From an optimization exercise on the open Yosys and OpenROAD flow, aimed at a short achievable clock period and few clock cycles; shortcuts taken in it are not production practice. Function was checked by simulation only, so behaviour that the tests miss may differ from the original. Power is estimated from default activity; no workload was simulated.

==> inputs of job 8317 <==
## pipeLineCPU
module pipeLineCPU #(
    parameter logic [31:0] resetPc = 32'h0000_0000
) (
    input  logic        clk,
    input  logic        reset,
    input  logic [31:0] inst_in,
    input  logic [31:0] Data_in,
    output logic        mem_w,
    output logic [31:0] Addr_out,
    output logic [31:0] PC_out,
    output logic [31:0] Data_out
);
clock: 7.0 ns
lec_check: 0
cap_margin: 20
core_margin: 2
core_utilization: 30
setup_slack_margin: 5
slew_margin: 20
synth_hierarchical: 1
run.sh (not shown) runs the stock make flow with config.mk's settings and CLKGATE_MAP_FILE= SYNTH_SCRIPT=/design/flow/synth_recipe.tcl, a recipe that flattens the netlist after the stock synthesis.
==> inputs of job 4657, as changes to job 8317 <==
--- a/flow/design.v
+++ b/flow/design.v
@@ -27,16 +27,17 @@
     input  logic [31:0] inst_in,
     input  logic [31:0] Data_in,
     output logic        mem_w,
     output logic [31:0] Addr_out,
     output logic [31:0] PC_out,
     output logic [31:0] Data_out
 );
     logic [31:0] pcF;
+    logic [31:0] pcOutR;
     logic        validD;
     logic [31:0] instrD;
     logic [31:0] pc4D;
     logic        predD;
     logic        loopD;
     logic        useRsR, useRtR, subR;   
     logic        wrR, loadR;
     logic [4:0]  destR;
@@ -56,47 +57,48 @@
     logic [4:0]  destE;
         logic [31:0] aValE, bValE, sValE;
     logic        subE;
     logic [31:0] bXE;         
     logic [31:0] bNXE;        
     logic        oAndE, oOrE, oSltE, oSllE;
     logic [3:0]  shCE;        
     logic [7:0]  shFE;        
+    logic [3:0]  shCNE;       
+    logic [7:0]  shFNE;
     logic        wrM;
     logic        loadM;
     logic        storeM;
     logic [4:0]  destM;
     logic [31:0] resM;
+    logic [31:0] addrOutR;
     logic [31:0] sDataM;
     logic        wrW;
     logic [4:0]  destW;
     logic [31:0] dataW;
     logic [31:0] regFile [1:31];
     logic        eq;          
     logic stallD;             
     logic mispE;
-    logic        resD, takenD, mispD, sumZeroE, resE;
-    logic [31:0] altPcD;
     logic neq;                
     logic brMpEqE, brMpNeE;   
     logic [31:0] res;         
     logic [31:0] sum;         
     logic [31:0] resEarly;    
     logic        oASE;
     logic [31:0] pc4F;
     logic [5:0]  opF;
     logic        jmpF;
     logic        brF;
     logic        predF;
     logic        loopF;
     logic        takeBrF;            
     logic [31:0] brTgtF;
     logic [31:0] jTgtF;
-    assign PC_out = pcF;
+    assign PC_out = pcOutR;
     assign pc4F   = pcF + 32'd4;
     assign opF    = inst_in[31:26];
     assign jmpF   = opF == mipsPkg::opJ || opF == mipsPkg::opJal;
     assign brF    = opF == mipsPkg::opBeq || opF == mipsPkg::opBne;
     assign loopF  = opF == mipsPkg::opBne && inst_in[15] &&
                     inst_in[25:21] != inst_in[20:16];
     assign predF  = brF && (opF[0] ^ (inst_in[25:21] == inst_in[20:16])) &&
                     !(loopF && lpExitF);
@@ -120,17 +122,17 @@
     assign lpIdx1S = pcF[4:2] + 3'd1;
     for (genvar i = 0; i < lpN; i++) begin : lpm
         tagMatch11 m0 (.en(lpValid[i] && lpExit[i]), .a(lpTag[i]), .b(pcF[15:5]), .y(lpMatch0S[i]));
     end
     tagMatch11 lpm1 (.en(lpValid[0] && lpExit[0]), .a(lpTag[0]), .b(lpTag1S), .y(lpMatch1S[0]));
     assign lpMatch1S[lpN-1:1] = '0;
     assign lpExitS = pcF[4:2] == 3'd7 ? lpMatch1S[0] : lpMatch0S[lpIdx1S];
     always_ff @(posedge clk) begin
-        if (reset || mispE || mispD) begin
+        if (reset || mispE) begin
             lpSeqR <= 1'b0;
         end else if (!stallD) begin
             lpSeqR <= !jmpF && !takeBrF;
         end
         if (!stallD) begin
             lpExitR <= lpExitS;
         end
     end
@@ -253,33 +255,31 @@
             default: ;
         endcase
         wrF   = wrRawF && destF != 5'd0;
         loadF = opF == mipsPkg::opLw;
         subF   = opF == mipsPkg::opRType &&
                  (inst_in[5:0] == mipsPkg::fnSubu || inst_in[5:0] == mipsPkg::fnSlt);
     end
     logic [31:0] pcOtherF, pcSeqF;
-    logic [31:0] pcSeq0F;
     assign pcOtherF = reset ? resetPc : (stallD ? pcF : (jmpF ? jTgtF : pc4F));
     assign takeBrF  = !reset && !stallD && !jmpF && predF;
-    assign pcSeq0F  = takeBrF ? brTgtF : pcOtherF;
+    assign pcSeqF   = takeBrF ? brTgtF : pcOtherF;
     logic [31:0] pcNextF;
     for (genvar q = 0; q < 4; q++) begin : pcq
-        logic mispQ, mispDQ;
+        logic mispQ;
         mispGate mg0 (.eqSel(brMpEqE && !reset), .neSel(brMpNeE && !reset), .neq(neq), .y(mispQ));
-        mispGate mg2 (.eqSel(mdZ && !reset), .neSel(mdNz && !reset), .neq(!sumZeroE), .y(mispDQ));
-        mux2x8 pcSel1 (.s(mispDQ), .a(altPcD[8*q +: 8]), .b(pcSeq0F[8*q +: 8]), .y(pcSeqF[8*q +: 8]));
         mux2x8 pcSel0 (.s(mispQ), .a(altPcE[8*q +: 8]), .b(pcSeqF[8*q +: 8]), .y(pcNextF[8*q +: 8]));
     end
     always_ff @(posedge clk) begin
         pcF <= pcNextF;
+        pcOutR <= reset ? resetPc : pcNextF;
     end
     always_ff @(posedge clk) begin
-        if (reset || mispE || mispD) begin
+        if (reset || mispE) begin
             validD <= 1'b0;
         end else if (!stallD) begin
             validD <= 1'b1;
         end
     end
     always_ff @(posedge clk) begin
         if (!stallD) begin
             instrD <= inst_in;
@@ -459,17 +459,17 @@
         sSelW <= !rtE && !rtM && rtW;
         for (int i = 1; i < 32; i++) begin
             aOh[i] <= useRsNext && !rsE && !rsM && !rsW && rsNext == i[4:0];
             bOh[i] <= useRtNext && !rtE && !rtM && !rtW && rtNext == i[4:0];
             sOh[i] <= !rtE && !rtM && !rtW && rtNext == i[4:0];
         end
     end
     always_ff @(posedge clk) begin
-        if (reset || mispE || mispD) begin
+        if (reset || mispE) begin
             stallD <= 1'b0;
         end else begin
             stallD <= validNext && !stallD && validD && loadD &&
                       ((useRsNext && destD == rsNext) || (readRtNext && destD == rtNext));
         end
     end
     logic [31:0] offD, brPD, brGD, brCD;
     assign offD = {2'b00, {14{immD[15]}}, immD};
@@ -530,36 +530,37 @@
             storeE <= storeD;
             brE    <= brD;
         end
     end
     always_ff @(posedge clk) begin
         destE  <= destD;
         mpEqE  <= opD[0] ~^ predD;   
         altPcE <= predD ? pc4D : brTgtD;
-        resE   <= resD;              
         loopE  <= loopD;
         lpIdxE <= lpIdxD;
         lpTagE <= lpTagD;
         aValE  <= aNext;
         bValE  <= bNext;
         sValE  <= sNext;
         oASE   <= oAddD || oSubD;
         subE   <= oSubD || oSltD;
         bXE    <= bXNext;
         bNXE   <= bNXNext;
         oAndE  <= oAndD;
         oOrE   <= oOrD;
         oSltE  <= oSltD;
         oSllE  <= oSllD;
         for (int i = 0; i < 4; i++) begin
-            shCE[i] <= instrD[10:9] == i[1:0];
+            shCE[i]  <= instrD[10:9] == i[1:0];
+            shCNE[i] <= instrD[10:9] != i[1:0];
         end
         for (int i = 0; i < 8; i++) begin
-            shFE[i] <= instrD[8:6] == i[2:0];
+            shFE[i]  <= instrD[8:6] == i[2:0];
+            shFNE[i] <= instrD[8:6] != i[2:0];
         end
     end
     logic [31:0] opA, opB, sData;
     logic [31:0] sll;
     logic        sltBit, sltBitX;
     assign opA   = aValE;
     assign opB   = bValE;
     assign sData = sValE;
@@ -575,24 +576,24 @@
     assign sltBitX = (opA[31] ^ opB[31]) ? (opA[31] ^ subNextD) : (cX[31] ~^ subNextD);
     logic [31:0] sllC;
     always_comb begin
         sllC = '0;
         sll  = '0;
         for (int i = 0; i < 32; i++) begin
             for (int c = 0; c < 4; c++) begin
                 if (i >= 8 * c) begin
-                    sllC[i] = sllC[i] | (shCE[c] & opB[i - 8 * c]);
+                    sllC[i] = sllC[i] | ((i < 16 ? shCE[c] : !shCNE[c]) & opB[i - 8 * c]);
                 end
             end
         end
         for (int i = 0; i < 32; i++) begin
             for (int f = 0; f < 8; f++) begin
                 if (i >= f) begin
-                    sll[i] = sll[i] | (shFE[f] & sllC[i - f]);
+                    sll[i] = sll[i] | ((i < 16 ? shFE[f] : !shFNE[f]) & sllC[i - f]);
                 end
             end
         end
     end
     assign resEarly = ({32{oAndE}} & (opA & opB)) | ({32{oOrE}} & (opA | opB)) |
                       ({32{oSllE}} & sll);
     mux2x31 rSel0 (.s(oASE), .a(sum[31:1]), .b(resEarly[31:1]), .y(res[31:1]));
     ao3 rSel1 (.s1(oASE), .a(sum[0]), .s2(oSltE), .b(sltBit), .s3(!(oASE || oSltE)), .c(resEarly[0]), .y(res[0]));
@@ -600,45 +601,37 @@
     assign eq    = !neq;
     always_ff @(posedge clk) begin
         if (reset) begin
             squashE <= 1'b0;
         end else begin
             squashE <= mispE;
         end
     end
-    sumZero32 sz0 (.a(aValE), .b(bXE), .cin(subE), .z(sumZeroE));
-    assign resD   = brD && validD && !stallD && oASE &&
-                    ((rtD == 5'd0 && aSelE) || (rsD == 5'd0 && bSelE));
-    assign takenD = opD[0] ? !sumZeroE : sumZeroE;
-    logic mdZ, mdNz;
-    assign mdZ    = resD && !(opD[0] ^ predD);
-    assign mdNz   = resD && (opD[0] ^ predD);
-    mispGate mg3 (.eqSel(mdZ), .neSel(mdNz), .neq(!sumZeroE), .y(mispD));
-    assign altPcD = predD ? pc4D : brTgtD;
-    assign brMpEqE = brE && !squashE && !resE && mpEqE;
-    assign brMpNeE = brE && !squashE && !resE && !mpEqE;
+    assign brMpEqE = brE && !squashE && mpEqE;
+    assign brMpNeE = brE && !squashE && !mpEqE;
     mispGate mg1 (.eqSel(brMpEqE), .neSel(brMpNeE), .neq(neq), .y(mispE));
     always_ff @(posedge clk) begin
         if (reset) begin
             wrM    <= 1'b0;
             loadM  <= 1'b0;
             storeM <= 1'b0;
         end else begin
             wrM    <= wrE && !squashE;
             loadM  <= loadE && !squashE;
             storeM <= storeE && !squashE;
         end
     end
     always_ff @(posedge clk) begin
         destM  <= destE;
         resM   <= res;
+        addrOutR <= reset ? 32'd0 : res;
         sDataM <= sData;
     end
-    assign Addr_out = resM;
+    assign Addr_out = addrOutR;
     assign Data_out = sDataM;
     assign mem_w    = storeM;
     always_ff @(posedge clk) begin
         if (reset) begin
             wrW <= 1'b0;
         end else begin
             wrW <= wrM;
         end
@@ -822,22 +815,8 @@
 module mispGate (
     input  logic eqSel,
     input  logic neSel,
     input  logic neq,
     output logic y
 );
     assign y = (eqSel & ~neq) | (neSel & neq);
 endmodule
-module sumZero32 (
-    input  logic [31:0] a,
-    input  logic [31:0] b,
-    input  logic        cin,
-    output logic        z
-);
-    logic [31:0] h, c, ne;
-    assign h = a ^ b;
-    assign c = {a[30:0] | b[30:0], cin};
-    assign ne = h ^ c;
-    logic nz;
-    eqTree32 t0 (.a(ne), .b(32'd0), .neq(nz));
-    assign z = !nz;
-endmodule
==> inputs of job 4627, as changes to job 8317 <==
--- a/flow/design.v
+++ b/flow/design.v
@@ -54,35 +54,30 @@
     logic [2:0]  lpIdxE;
     logic [10:0] lpTagE;
     logic [4:0]  destE;
         logic [31:0] aValE, bValE, sValE;
     logic        subE;
     logic [31:0] bXE;         
     logic [31:0] bNXE;        
     logic        oAndE, oOrE, oSltE, oSllE;
-    logic [3:0]  shCE;        
-    logic [7:0]  shFE;        
+    logic [4:0]  shamtE;
     logic        wrM;
     logic        loadM;
     logic        storeM;
     logic [4:0]  destM;
     logic [31:0] resM;
     logic [31:0] sDataM;
     logic        wrW;
     logic [4:0]  destW;
     logic [31:0] dataW;
     logic [31:0] regFile [1:31];
     logic        eq;          
     logic stallD;             
     logic mispE;
-    logic        resD, takenD, mispD, sumZeroE, resE;
-    logic [31:0] altPcD;
-    logic neq;                
-    logic brMpEqE, brMpNeE;   
     logic [31:0] res;         
     logic [31:0] sum;         
     logic [31:0] resEarly;    
     logic        oASE;
     logic [31:0] pc4F;
     logic [5:0]  opF;
     logic        jmpF;
     logic        brF;
@@ -120,17 +115,17 @@
     assign lpIdx1S = pcF[4:2] + 3'd1;
     for (genvar i = 0; i < lpN; i++) begin : lpm
         tagMatch11 m0 (.en(lpValid[i] && lpExit[i]), .a(lpTag[i]), .b(pcF[15:5]), .y(lpMatch0S[i]));
     end
     tagMatch11 lpm1 (.en(lpValid[0] && lpExit[0]), .a(lpTag[0]), .b(lpTag1S), .y(lpMatch1S[0]));
     assign lpMatch1S[lpN-1:1] = '0;
     assign lpExitS = pcF[4:2] == 3'd7 ? lpMatch1S[0] : lpMatch0S[lpIdx1S];
     always_ff @(posedge clk) begin
-        if (reset || mispE || mispD) begin
+        if (reset || mispE) begin
             lpSeqR <= 1'b0;
         end else if (!stallD) begin
             lpSeqR <= !jmpF && !takeBrF;
         end
         if (!stallD) begin
             lpExitR <= lpExitS;
         end
     end
@@ -253,33 +248,30 @@
             default: ;
         endcase
         wrF   = wrRawF && destF != 5'd0;
         loadF = opF == mipsPkg::opLw;
         subF   = opF == mipsPkg::opRType &&
                  (inst_in[5:0] == mipsPkg::fnSubu || inst_in[5:0] == mipsPkg::fnSlt);
     end
     logic [31:0] pcOtherF, pcSeqF;
-    logic [31:0] pcSeq0F;
-    assign pcOtherF = reset ? resetPc : (stallD ? pcF : (jmpF ? jTgtF : pc4F));
-    assign takeBrF  = !reset && !stallD && !jmpF && predF;
-    assign pcSeq0F  = takeBrF ? brTgtF : pcOtherF;
+    assign pcOtherF = stallD ? pcF : (jmpF ? jTgtF : pc4F);
+    assign takeBrF  = !stallD && !jmpF && predF;
+    assign pcSeqF   = takeBrF ? brTgtF : pcOtherF;
     logic [31:0] pcNextF;
-    for (genvar q = 0; q < 4; q++) begin : pcq
-        logic mispQ, mispDQ;
-        mispGate mg0 (.eqSel(brMpEqE && !reset), .neSel(brMpNeE && !reset), .neq(neq), .y(mispQ));
-        mispGate mg2 (.eqSel(mdZ && !reset), .neSel(mdNz && !reset), .neq(!sumZeroE), .y(mispDQ));
-        mux2x8 pcSel1 (.s(mispDQ), .a(altPcD[8*q +: 8]), .b(pcSeq0F[8*q +: 8]), .y(pcSeqF[8*q +: 8]));
-        mux2x8 pcSel0 (.s(mispQ), .a(altPcE[8*q +: 8]), .b(pcSeqF[8*q +: 8]), .y(pcNextF[8*q +: 8]));
-    end
+    mux2x32 pcSel0 (.s(mispE), .a(altPcE), .b(pcSeqF), .y(pcNextF));
     always_ff @(posedge clk) begin
-        pcF <= pcNextF;
+        if (reset) begin
+            pcF <= resetPc;
+        end else begin
+            pcF <= pcNextF;
+        end
     end
     always_ff @(posedge clk) begin
-        if (reset || mispE || mispD) begin
+        if (reset || mispE) begin
             validD <= 1'b0;
         end else if (!stallD) begin
             validD <= 1'b1;
         end
     end
     always_ff @(posedge clk) begin
         if (!stallD) begin
             instrD <= inst_in;
@@ -434,42 +426,36 @@
     logic rsE, rsM, rsW, rtE, rtM, rtW;
     assign rsE = !stallD && validD && wrD && destD == rsNext;
     assign rtE = !stallD && validD && wrD && destD == rtNext;
     assign rsM = wrE && !squashE && destE == rsNext;
     assign rtM = wrE && !squashE && destE == rtNext;
     assign rsW = wrM && destM == rsNext;
     assign rtW = wrM && destM == rtNext;
     logic        aSelE, aSelM, aSelW, bSelE, bSelM, bSelW, bSelI, sSelE, sSelM, sSelW;
-    logic        aSelL, bSelL, sSelL;    
-    logic        ldM;
-    assign ldM = loadE && !squashE;
     logic [31:1] aOh, bOh, sOh;
     always_ff @(posedge clk) begin
         aSelE <= useRsNext && rsE;
-        aSelM <= useRsNext && !rsE && rsM && !ldM;
-        aSelL <= useRsNext && !rsE && rsM && ldM;
+        aSelM <= useRsNext && !rsE && rsM;
         aSelW <= useRsNext && !rsE && !rsM && rsW;
         bSelE <= useRtNext && rtE;
-        bSelM <= useRtNext && !rtE && rtM && !ldM;
-        bSelL <= useRtNext && !rtE && rtM && ldM;
+        bSelM <= useRtNext && !rtE && rtM;
         bSelW <= useRtNext && !rtE && !rtM && rtW;
         bSelI <= !useRtNext;
         sSelE <= rtE;
-        sSelM <= !rtE && rtM && !ldM;
-        sSelL <= !rtE && rtM && ldM;
+        sSelM <= !rtE && rtM;
         sSelW <= !rtE && !rtM && rtW;
         for (int i = 1; i < 32; i++) begin
             aOh[i] <= useRsNext && !rsE && !rsM && !rsW && rsNext == i[4:0];
             bOh[i] <= useRtNext && !rtE && !rtM && !rtW && rtNext == i[4:0];
             sOh[i] <= !rtE && !rtM && !rtW && rtNext == i[4:0];
         end
     end
     always_ff @(posedge clk) begin
-        if (reset || mispE || mispD) begin
+        if (reset || mispE) begin
             stallD <= 1'b0;
         end else begin
             stallD <= validNext && !stallD && validD && loadD &&
                       ((useRsNext && destD == rsNext) || (readRtNext && destD == rtNext));
         end
     end
     logic [31:0] offD, brPD, brGD, brCD;
     assign offD = {2'b00, {14{immD[15]}}, immD};
@@ -477,29 +463,29 @@
     assign brGD = {2'b00, pc4D[31:2]} & offD;
     ksCarry32 brCarry1 (.p(brPD), .g(brGD), .cin(1'b0), .c(brCD));
     assign brTgtD = {brPD[29:0] ^ brCD[29:0], 2'b00};
     logic [31:0] valM;
     assign valM  = loadM ? Data_in : resM;
     logic [36*32-1:0] srcBus;
     always_comb begin
         srcBus = '0;
-        srcBus[0*32 +: 32] = Data_in;
-        srcBus[1*32 +: 32] = resM;
+        srcBus[0*32 +: 32] = 32'd0;
+        srcBus[1*32 +: 32] = valM;
         srcBus[2*32 +: 32] = dataW;
         srcBus[3*32 +: 32] = immValD;
         for (int i = 1; i < 32; i++) begin
             srcBus[(3+i)*32 +: 32] = regFile[i];
         end
     end
     logic [31:0] aTree, bTree, sTree;
     logic [31:0] aPre, bPre, sPre, bXPre, aNext, bNext, sNext, bXNext, bNXNext;
-    ohOr36 aTree0 (.sel({1'b0, aOh, 1'b0, aSelW, aSelM, aSelL}), .d(srcBus), .y(aTree));
-    ohOr36 bTree0 (.sel({1'b0, bOh, bSelI, bSelW, bSelM, bSelL}), .d(srcBus), .y(bTree));
-    ohOr36 sTree0 (.sel({1'b0, sOh, 1'b0, sSelW, sSelM, sSelL}), .d(srcBus), .y(sTree));
+    ohOr36 aTree0 (.sel({1'b0, aOh, 1'b0, aSelW, aSelM, 1'b0}), .d(srcBus), .y(aTree));
+    ohOr36 bTree0 (.sel({1'b0, bOh, bSelI, bSelW, bSelM, 1'b0}), .d(srcBus), .y(bTree));
+    ohOr36 sTree0 (.sel({1'b0, sOh, 1'b0, sSelW, sSelM, 1'b0}), .d(srcBus), .y(sTree));
     mux2x32 aPre0 (.s(aSelE), .a(resEarly), .b(aTree), .y(aPre));
     mux2x32 bPre0 (.s(bSelE), .a(resEarly), .b(bTree), .y(bPre));
     mux2x32 sPre0 (.s(sSelE), .a(resEarly), .b(sTree), .y(sPre));
     logic        sumA, sumB, sumS, subNextD;
     assign sumA     = aSelE && oASE;
     assign sumB     = bSelE && oASE;
     assign sumS     = sSelE && oASE;
     assign subNextD = subR;
@@ -530,37 +516,31 @@
             storeE <= storeD;
             brE    <= brD;
         end
     end
     always_ff @(posedge clk) begin
         destE  <= destD;
         mpEqE  <= opD[0] ~^ predD;   
         altPcE <= predD ? pc4D : brTgtD;
-        resE   <= resD;              
         loopE  <= loopD;
         lpIdxE <= lpIdxD;
         lpTagE <= lpTagD;
         aValE  <= aNext;
         bValE  <= bNext;
         sValE  <= sNext;
         oASE   <= oAddD || oSubD;
         subE   <= oSubD || oSltD;
         bXE    <= bXNext;
         bNXE   <= bNXNext;
         oAndE  <= oAndD;
         oOrE   <= oOrD;
         oSltE  <= oSltD;
         oSllE  <= oSllD;
-        for (int i = 0; i < 4; i++) begin
-            shCE[i] <= instrD[10:9] == i[1:0];
-        end
-        for (int i = 0; i < 8; i++) begin
-            shFE[i] <= instrD[8:6] == i[2:0];
-        end
+        shamtE <= instrD[10:6];
     end
     logic [31:0] opA, opB, sData;
     logic [31:0] sll;
     logic        sltBit, sltBitX;
     assign opA   = aValE;
     assign opB   = bValE;
     assign sData = sValE;
     logic [31:0] pX, gX, g0X, cX, sumX, sumXN;
@@ -568,60 +548,35 @@
     assign gX  = opA & ~bNXE;
     assign g0X = {gX[31:1], gX[0] | (pX[0] & subE)};
     ksCarry32 carry0 (.p(pX), .g(g0X), .cin(subE), .c(cX));
     assign sum   = pX ^ cX;
     assign sumX  = (pX ^ {32{subNextD}}) ^ cX;
     assign sumXN = (pX ^ {32{!subNextD}}) ^ cX;
     assign sltBit  = (opA[31] ^ opB[31]) ? opA[31] : !cX[31];
     assign sltBitX = (opA[31] ^ opB[31]) ? (opA[31] ^ subNextD) : (cX[31] ~^ subNextD);
-    logic [31:0] sllC;
-    always_comb begin
-        sllC = '0;
-        sll  = '0;
-        for (int i = 0; i < 32; i++) begin
-            for (int c = 0; c < 4; c++) begin
-                if (i >= 8 * c) begin
-                    sllC[i] = sllC[i] | (shCE[c] & opB[i - 8 * c]);
-                end
-            end
-        end
-        for (int i = 0; i < 32; i++) begin
-            for (int f = 0; f < 8; f++) begin
-                if (i >= f) begin
-                    sll[i] = sll[i] | (shFE[f] & sllC[i - f]);
-                end
-            end
-        end
-    end
+    assign sll  = opB << shamtE;
     assign resEarly = ({32{oAndE}} & (opA & opB)) | ({32{oOrE}} & (opA | opB)) |
                       ({32{oSllE}} & sll);
     mux2x31 rSel0 (.s(oASE), .a(sum[31:1]), .b(resEarly[31:1]), .y(res[31:1]));
     ao3 rSel1 (.s1(oASE), .a(sum[0]), .s2(oSltE), .b(sltBit), .s3(!(oASE || oSltE)), .c(resEarly[0]), .y(res[0]));
+    logic neq;
     eqTree32 eq0 (.a(opA), .b(opB), .neq(neq));
     assign eq    = !neq;
     always_ff @(posedge clk) begin
         if (reset) begin
             squashE <= 1'b0;
         end else begin
             squashE <= mispE;
         end
     end
-    sumZero32 sz0 (.a(aValE), .b(bXE), .cin(subE), .z(sumZeroE));
-    assign resD   = brD && validD && !stallD && oASE &&
-                    ((rtD == 5'd0 && aSelE) || (rsD == 5'd0 && bSelE));
-    assign takenD = opD[0] ? !sumZeroE : sumZeroE;
-    logic mdZ, mdNz;
-    assign mdZ    = resD && !(opD[0] ^ predD);
-    assign mdNz   = resD && (opD[0] ^ predD);
-    mispGate mg3 (.eqSel(mdZ), .neSel(mdNz), .neq(!sumZeroE), .y(mispD));
-    assign altPcD = predD ? pc4D : brTgtD;
-    assign brMpEqE = brE && !squashE && !resE && mpEqE;
-    assign brMpNeE = brE && !squashE && !resE && !mpEqE;
-    mispGate mg1 (.eqSel(brMpEqE), .neSel(brMpNeE), .neq(neq), .y(mispE));
+    logic brMpEqE, brMpNeE;
+    assign brMpEqE = brE && !squashE && mpEqE;
+    assign brMpNeE = brE && !squashE && !mpEqE;
+    assign mispE   = (brMpEqE && !neq) || (brMpNeE && neq);
     always_ff @(posedge clk) begin
         if (reset) begin
             wrM    <= 1'b0;
             loadM  <= 1'b0;
             storeM <= 1'b0;
         end else begin
             wrM    <= wrE && !squashE;
             loadM  <= loadE && !squashE;
@@ -806,38 +761,8 @@
     assign y = ~((a1 & a2) | (b1 & b2));
 endmodule
 module nand3K (input logic a, input logic b, input logic c, output logic y);
     assign y = ~(a & b & c);
 endmodule
 module nor3K (input logic a, input logic b, input logic c, output logic y);
     assign y = ~(a | b | c);
 endmodule
-module mux2x8 (
-    input  logic       s,
-    input  logic [7:0] a,
-    input  logic [7:0] b,
-    output logic [7:0] y
-);
-    assign y = s ? a : b;
-endmodule
-module mispGate (
-    input  logic eqSel,
-    input  logic neSel,
-    input  logic neq,
-    output logic y
-);
-    assign y = (eqSel & ~neq) | (neSel & neq);
-endmodule
-module sumZero32 (
-    input  logic [31:0] a,
-    input  logic [31:0] b,
-    input  logic        cin,
-    output logic        z
-);
-    logic [31:0] h, c, ne;
-    assign h = a ^ b;
-    assign c = {a[30:0] | b[30:0], cin};
-    assign ne = h ^ c;
-    logic nz;
-    eqTree32 t0 (.a(ne), .b(32'd0), .neq(nz));
-    assign z = !nz;
-endmodule
==> results.txt <==
| quantity | job 8317 | job 4627 | job 4657 |
|---|---|---|---|
| Run status | timing/DRC/antenna clean | timing/DRC/antenna clean | complete, but fails checks |
| Reasons for failing layout checks | - | - | capacitance limit, slew limit |
| Cell Rows | 220 | 218 | 220 |
| Total number of multi-input combinational cells | 6392 | 6219 | 6193 |
| Clock Power Share | 0.393 | 0.408 | 0.388 |
| Register-to-register setup slack | 3.96 ns | 4.03 ns | 4.04 ns |
| Met1 routed wirelength after detailed routing | 184 mm | 184 mm | 184 mm |
| Placer Congestion | 0.925 | 0.960 | 0.985 |
| Largest vdd supply drop | 0.218 mV | 0.240 mV | 0.190 mV |
| Power dissipated in combinational cells | 5.73 mW | 4.76 mW | 5.52 mW |
| Power drawn by the sequential cells | 12.7 mW | 12.7 mW | 13.2 mW |
| Origin of the critical flop-to-flop path | aValE[20]$_DFF_P_ | sOh[24]$_DFF_P_ | sOh[3]$_DFF_P_ |
| Via count of the first global-routing pass | 89500 | 85000 | 88900 |
| Sequential cell area share | 0.356 | 0.378 | 0.365 |
| Buffer count from post-CTS setup fixing | 558 | 395 | 625 |
| Total area of sequential cells | 52800 sq um | 52400 sq um | 54100 sq um |
| Standard cell with the maximum stage delay on the critical path | sky130_fd_sc_hd__mux2_4 | sky130_fd_sc_hd__a222oi_1 | sky130_fd_sc_hd__nor3_2 |
| Horizontal die dimension | 605 um | 598 um | 605 um |
| Critical Path Max Stage Delay | 0.41 ns | 0.72 ns | 0.59 ns |
| Cells after DPL | 13800 | 13400 | 13700 |
| Capture instance of the worst register-to-register path | pcF[30]$_DFF_P_ | sValE[0]$_DFF_P_ | sValE[23]$_DFF_P_ |
| Net switching share of the total power | 0.286 | 0.280 | 0.285 |
Testbench counts of job 8317, summed over its fixed seeds: cycles 80,645.
Testbench counts of job 4657, summed over its fixed seeds: cycles 81,865.
Testbench counts of job 4627, summed over its fixed seeds: cycles 81,865.

what the ideal ports hide:
The flow's constraints put no driver on any port. The routed layouts listed below were extracted and timed again, unchanged, in two steps. Step 1 assumes that a clkbuf_16 drives the clock port and a buf_2 every other input. Step 2, shift: input delay + t, output delay - t, t = (earliest + latest rising clock arrival at the registers) / 2. This alone moves slack from input paths to output paths. Slacks: no drivers / after step 1 / after step 2; pairs: no drivers / after step 1.
run	t, ns	setup WS [ns]	worst slew at a driven data input, ns
job 8317	1.014	3.957 / 3.957 / 3.009	0.20
job 4657	1.032	4.043 / 4.023 / 2.991	0.32
job 4627	1.033	4.035 / 4.000 / 3.149	0.20
For job 4657, which loses most, drivers alone change the setup slack by -0.020 ns; drivers and shift together by -1.052 ns.
